Source: an optimization exercise on an open RTL-to-GDS flow (aim: small area and a short achievable clock period). Production flows keep margins and buffers that such runs may drop.
RTL that was checked went through simulation tests only; none was proved equivalent to the original.
No activity file was given, so power comes from the tool's default toggle rates.

==> flow/design.v <==
`timescale 1ns/1ps
module exec_stage (
  input  logic                  clk,
  input  logic                  rst_n,
  input  logic                  run,
  input  logic                  ien,
  input  logic                  write_reg,
  input  logic [3:0]            alu_op,
  input  logic                  alu_src_a,
  input  logic                  alu_src_b,
  input  logic [1:0]            fwd_a,
  input  logic [1:0]            fwd_b,
  input  logic [2:0]            br_type,
  input  logic                  jump,
  input  logic [1:0]            reg_dst,
  input  logic [31:0]           rd1,
  input  logic [31:0]           rd2,
  input  logic [31:0]           immed,
  input  logic [31:0]           pc,
  input  logic [25:0]           inst_field,
  input  logic [31:0]           aluout_m2,
  input  logic [31:0]           wb_data,
  output logic                  br_take,
  output logic [31:0]           branch_target,
  output logic                  ien_m1,
  output logic                  write_reg_m1,
  output logic [31:0]           aluout_m1,
  output logic [31:0]           src_b_m1,
  output logic [4:0]            reg_dst_addr_m1,
  output logic                  br_inst_m1,
  output logic                  ov_m1
);
  localparam int ADDER = 1;   
  logic [31:0] a_fwd, b_fwd;
  always_comb begin
    case (fwd_a)
      2'd0:    a_fwd = rd1;
      2'd1:    a_fwd = aluout_m1;
      2'd2:    a_fwd = aluout_m2;
      default: a_fwd = wb_data;
    endcase
    case (fwd_b)
      2'd0:    b_fwd = rd2;
      2'd1:    b_fwd = aluout_m1;
      2'd2:    b_fwd = aluout_m2;
      default: b_fwd = wb_data;
    endcase
  end
  logic [31:0] pc4, pc8;
  logic [31:3] inc;   
  always_comb begin
    logic [31:3] t;
    t = {pc[30:3], 1'b1};
    for (int d = 1; d < 29; d = d * 2)
      for (int k = 31; k >= 3 + d; k--)
        if (((k - 3) % (2 * d)) >= d)
          t[k] = t[k] & t[3 + ((k - 3) / (2 * d)) * (2 * d) + d - 1];
    inc = t;
  end
  assign pc8 = {pc[31:3] ^ inc, pc[2:0]};
  assign pc4 = {pc[2] ? pc8[31:3] : pc[31:3], ~pc[2], pc[1:0]};
  logic        op_sub;    
  logic [31:0] opa, bx;
  assign op_sub = (alu_op[3:1] == 3'b001) | (alu_op[3:1] == 3'b100);
  assign opa = alu_src_a ? pc4 : a_fwd;
  assign bx  = (alu_src_b ? immed : b_fwd) ^ {32{op_sub}};
  logic [31:0] p, g;
  logic [32:0] c;   
  assign p = opa ^ bx;
  assign g = opa & bx;
  always_comb begin
    logic [32:0] gg, pp;
    gg = {g, op_sub};
    pp = {p, 1'b0};
    if (ADDER == 0) begin
      for (int d = 1; d < 33; d = d * 2)
        for (int i = 32; i >= d; i--) begin
          gg[i] = gg[i] | (pp[i] & gg[i-d]);
          pp[i] = pp[i] & pp[i-d];
        end
    end else if (ADDER == 2) begin
      for (int l = 0; l < 6; l++)
        for (int i = 32; i >= 0; i--)
          if ((i >> l) & 1) begin
            gg[i] = gg[i] | (pp[i] & gg[((i >> l) << l) - 1]);
            pp[i] = pp[i] & pp[((i >> l) << l) - 1];
          end
    end else begin
      for (int d = 1; d < 33; d = d * 2)
        for (int i = 2*d-1; i < 33; i = i + 2*d) begin
          gg[i] = gg[i] | (pp[i] & gg[i-d]);
          pp[i] = pp[i] & pp[i-d];
        end
      for (int d = 16; d >= 1; d = d / 2)
        for (int i = 3*d-1; i < 33; i = i + 2*d) begin
          gg[i] = gg[i] | (pp[i] & gg[i-d]);
          pp[i] = pp[i] & pp[i-d];
        end
    end
    c = gg;
  end
  logic lt_s, lt_u, ov;
  assign lt_s = p[31] ? ~c[31] : opa[31];
  assign lt_u = ~c[32];
  assign ov   = ((alu_op == 4'd0) | (alu_op == 4'd2)) & ~p[31] & (c[31] != opa[31]);
  logic        sh_left;
  logic [4:0]  sh_amt;
  logic [31:0] sr;
  assign sh_left = (alu_op == 4'd10) | (alu_op == 4'd13);
  assign sh_amt  = (alu_op == 4'd13) ? 5'd16 : inst_field[10:6];
  always_comb begin
    logic [31:0] s;
    logic        fill;
    fill = (alu_op == 4'd12) & bx[31];
    for (int i = 0; i < 32; i++) s[i] = sh_left ? bx[31-i] : bx[i];
    for (int k = 0; k < 5; k++)
      for (int i = 0; i < 32; i++)
        if (sh_amt[k]) s[i] = (i + (1 << k) < 32) ? s[(i + (1 << k)) % 32] : fill;
    sr = s;
  end
  logic e_sum, e_xor, e_and, e_nor, e_sr, e_sl;
  assign e_sum = (alu_op[3:2] == 2'b00);                  
  assign e_xor = (alu_op == 4'd6) | (alu_op == 4'd5);    
  assign e_and = (alu_op == 4'd4) | (alu_op == 4'd5);
  assign e_nor = (alu_op == 4'd7);
  assign e_sr  = (alu_op == 4'd11) | (alu_op == 4'd12);
  assign e_sl  = sh_left;
  logic [31:0] r;
  always_comb begin
    for (int i = 0; i < 32; i++)
      r[i] = (e_sum & (p[i] ^ c[i])) | (e_xor & p[i]) | (e_and & g[i]) |
             (e_nor & ~(p[i] | g[i])) | (e_sr & sr[i]) | (e_sl & sr[31-i]);
    r[0] = r[0] | ((alu_op == 4'd8) & lt_s) | ((alu_op == 4'd9) & lt_u);
  end
  logic eq, a_zero, a_neg;
  assign eq     = (a_fwd == b_fwd);
  assign a_zero = (a_fwd == 32'd0);
  assign a_neg  = a_fwd[31];
  always_comb begin
    case (br_type)
      3'd0:    br_take = 1'b0;
      3'd1:    br_take = 1'b1;
      3'd2:    br_take = eq;
      3'd3:    br_take = ~eq;
      3'd4:    br_take = a_neg | a_zero;
      3'd5:    br_take = a_neg;
      3'd6:    br_take = ~a_neg;
      default: br_take = ~a_neg & ~a_zero;
    endcase
  end
  assign branch_target = jump ? {pc4[31:28], inst_field, 2'b00} : r;
  logic br_inst;
  assign br_inst = (br_type != 3'd0);
  logic [4:0] dst;
  always_comb begin
    case (reg_dst)
      2'd0:    dst = inst_field[20:16];
      2'd1:    dst = inst_field[15:11];
      default: dst = 5'd31;
    endcase
  end
  always_ff @(posedge clk) begin
    if (!rst_n) begin
      ien_m1          <= 1'b0;
      write_reg_m1    <= 1'b0;
      br_inst_m1      <= 1'b0;
      ov_m1           <= 1'b0;
      aluout_m1       <= '0;
      src_b_m1        <= '0;
      reg_dst_addr_m1 <= '0;
    end else if (run) begin
      ien_m1          <= ien;
      write_reg_m1    <= write_reg & ~ov;
      br_inst_m1      <= br_inst;
      ov_m1           <= ov;
      aluout_m1       <= br_inst ? pc8 : r;
      src_b_m1        <= b_fwd;
      reg_dst_addr_m1 <= dst;
    end
  end
endmodule
==> flow/config.mk <==
export PLATFORM = sky130hd
export DESIGN_NAME = exec_stage
export DESIGN_NICKNAME = exec_stage
export VERILOG_FILES = /design/flow/design.v
export SDC_FILE = /design/flow/constraint.sdc
export NUM_CORES = 4
export LEC_CHECK = 0
export CAP_MARGIN = 20
export CORE_MARGIN = 2
export CORE_UTILIZATION = 40
export SETUP_SLACK_MARGIN = 0.3
export SLEW_MARGIN = 20
export TNS_END_PERCENT = 100
==> flow/constraint.sdc <==
create_clock -name core_clock -period 8.0 [get_ports {clk}]
set_input_delay 1.6000 -clock core_clock [delete_from_list [all_inputs] [get_ports {clk}]]
set_output_delay 1.6000 -clock core_clock [all_outputs]
set_load 0.01 [all_outputs]
standard.sh (not shown) runs the stock make flow with config.mk's settings and CLKGATE_MAP_FILE= SYNTH_SCRIPT=/design/flow/synth_recipe.tcl, a recipe that flattens the netlist after the stock synthesis.
==> flow/flow/run.sh <==
#!/bin/bash
# Own layout flow: the standard synthesis (which names the registers), then
# an area-oriented resynthesis of the same RTL that keeps those registers, then
# the standard layout steps on the resynthesized netlist. Every tool writes
# its full output to a log file in the work folder.
set -uo pipefail
W=$(pwd)
F=$W/flow
YOSYS=$FLOW_HOME/../tools/install/yosys/bin/yosys
R=$W/orfs/results/$FLOW_PLATFORM/exec_stage/base
LIB=$FLOW_HOME/platforms/$FLOW_PLATFORM/lib/sky130_fd_sc_hd__tt_025C_1v80.lib

bash standard.sh synth > $W/std_synth.log 2>&1 || exit 1
cp $R/1_2_yosys.v $W/std_netlist.v

RTLIL=$R/1_1_yosys_canonicalize.rtlil LIB=$LIB ABC_SCRIPT=$F/abc.script OUT=$W/my_netlist.v \
  $YOSYS -c $F/mysynth.tcl > $W/my_synth.log 2>&1
if python3 $F/same_regs.py $W/std_netlist.v $W/my_netlist.v > $W/same_regs.log 2>&1; then
  cp $W/my_netlist.v $R/1_2_yosys.v
  rm -f $R/1_synth.odb $R/1_synth.sdc
fi

export BUFFER_PORTS_ARGS="-buffer_cell sky130_fd_sc_hd__buf_1"
bash standard.sh "BUFFER_PORTS_ARGS=$BUFFER_PORTS_ARGS" finish > $W/layout.log 2>&1
Other scripts of this flow, unchanged in this note and not shown: flow/flow/abc.script, flow/flow/mysynth.tcl, flow/flow/same_regs.py
Edit:
--- a/flow/design.v
+++ b/flow/design.v
@@ -29,9 +29,9 @@
   output logic [4:0]            reg_dst_addr_m1,
   output logic                  br_inst_m1,
   output logic                  ov_m1
 );
-  localparam int ADDER = 1;   
+  localparam int ADDER = 2;   
   logic [31:0] a_fwd, b_fwd;
   always_comb begin
     case (fwd_a)
       2'd0:    a_fwd = rd1;
What happened: First-iteration DRC count climbs by a few percent; global-route usage stays flat; total power drops by a few percent; via count climbs slightly; design area drops by a few percent; final cell count drops slightly; sequential share of layout area climbs by 0.44 points; maximum frequency climbs slightly; utilization drops by 2.5 points; die area climbs slightly; worst setup slack gains 0.12 ns; wire length climbs slightly; worst hold slack is about the same; flip-flop and latch count is unchanged.
Function not checked in the first run of this note: the RTL went through the layout flow alone.

==> port drivers added, routing unchanged <==
In the flow no input, the clock included, has a driving cell. The finished layouts below were timed again as built, in two steps.
Step 1, drivers: a clkbuf_16 drives clk and a buf_2 each remaining input, both assumed.
Step 2, shift: input delay + t, output delay - t, t = (earliest + latest rising clock arrival at the registers) / 2. This alone moves slack from input paths to output paths.
Three values: ideal, step 1, step 2; two values: the first two.
run	t (ns)	slack for setup (ns)	worst slew at a driven data input, ns
the first run	0.402	0.323 / 0.249 / 0.249	0.10
the second run	0.400	0.446 / 0.413 / 0.413	0.11
After both steps every run listed still meets setup and hold. The setup slack of the first run, which loses most, moves by -0.074 ns with the drivers and by -0.074 ns with both steps.
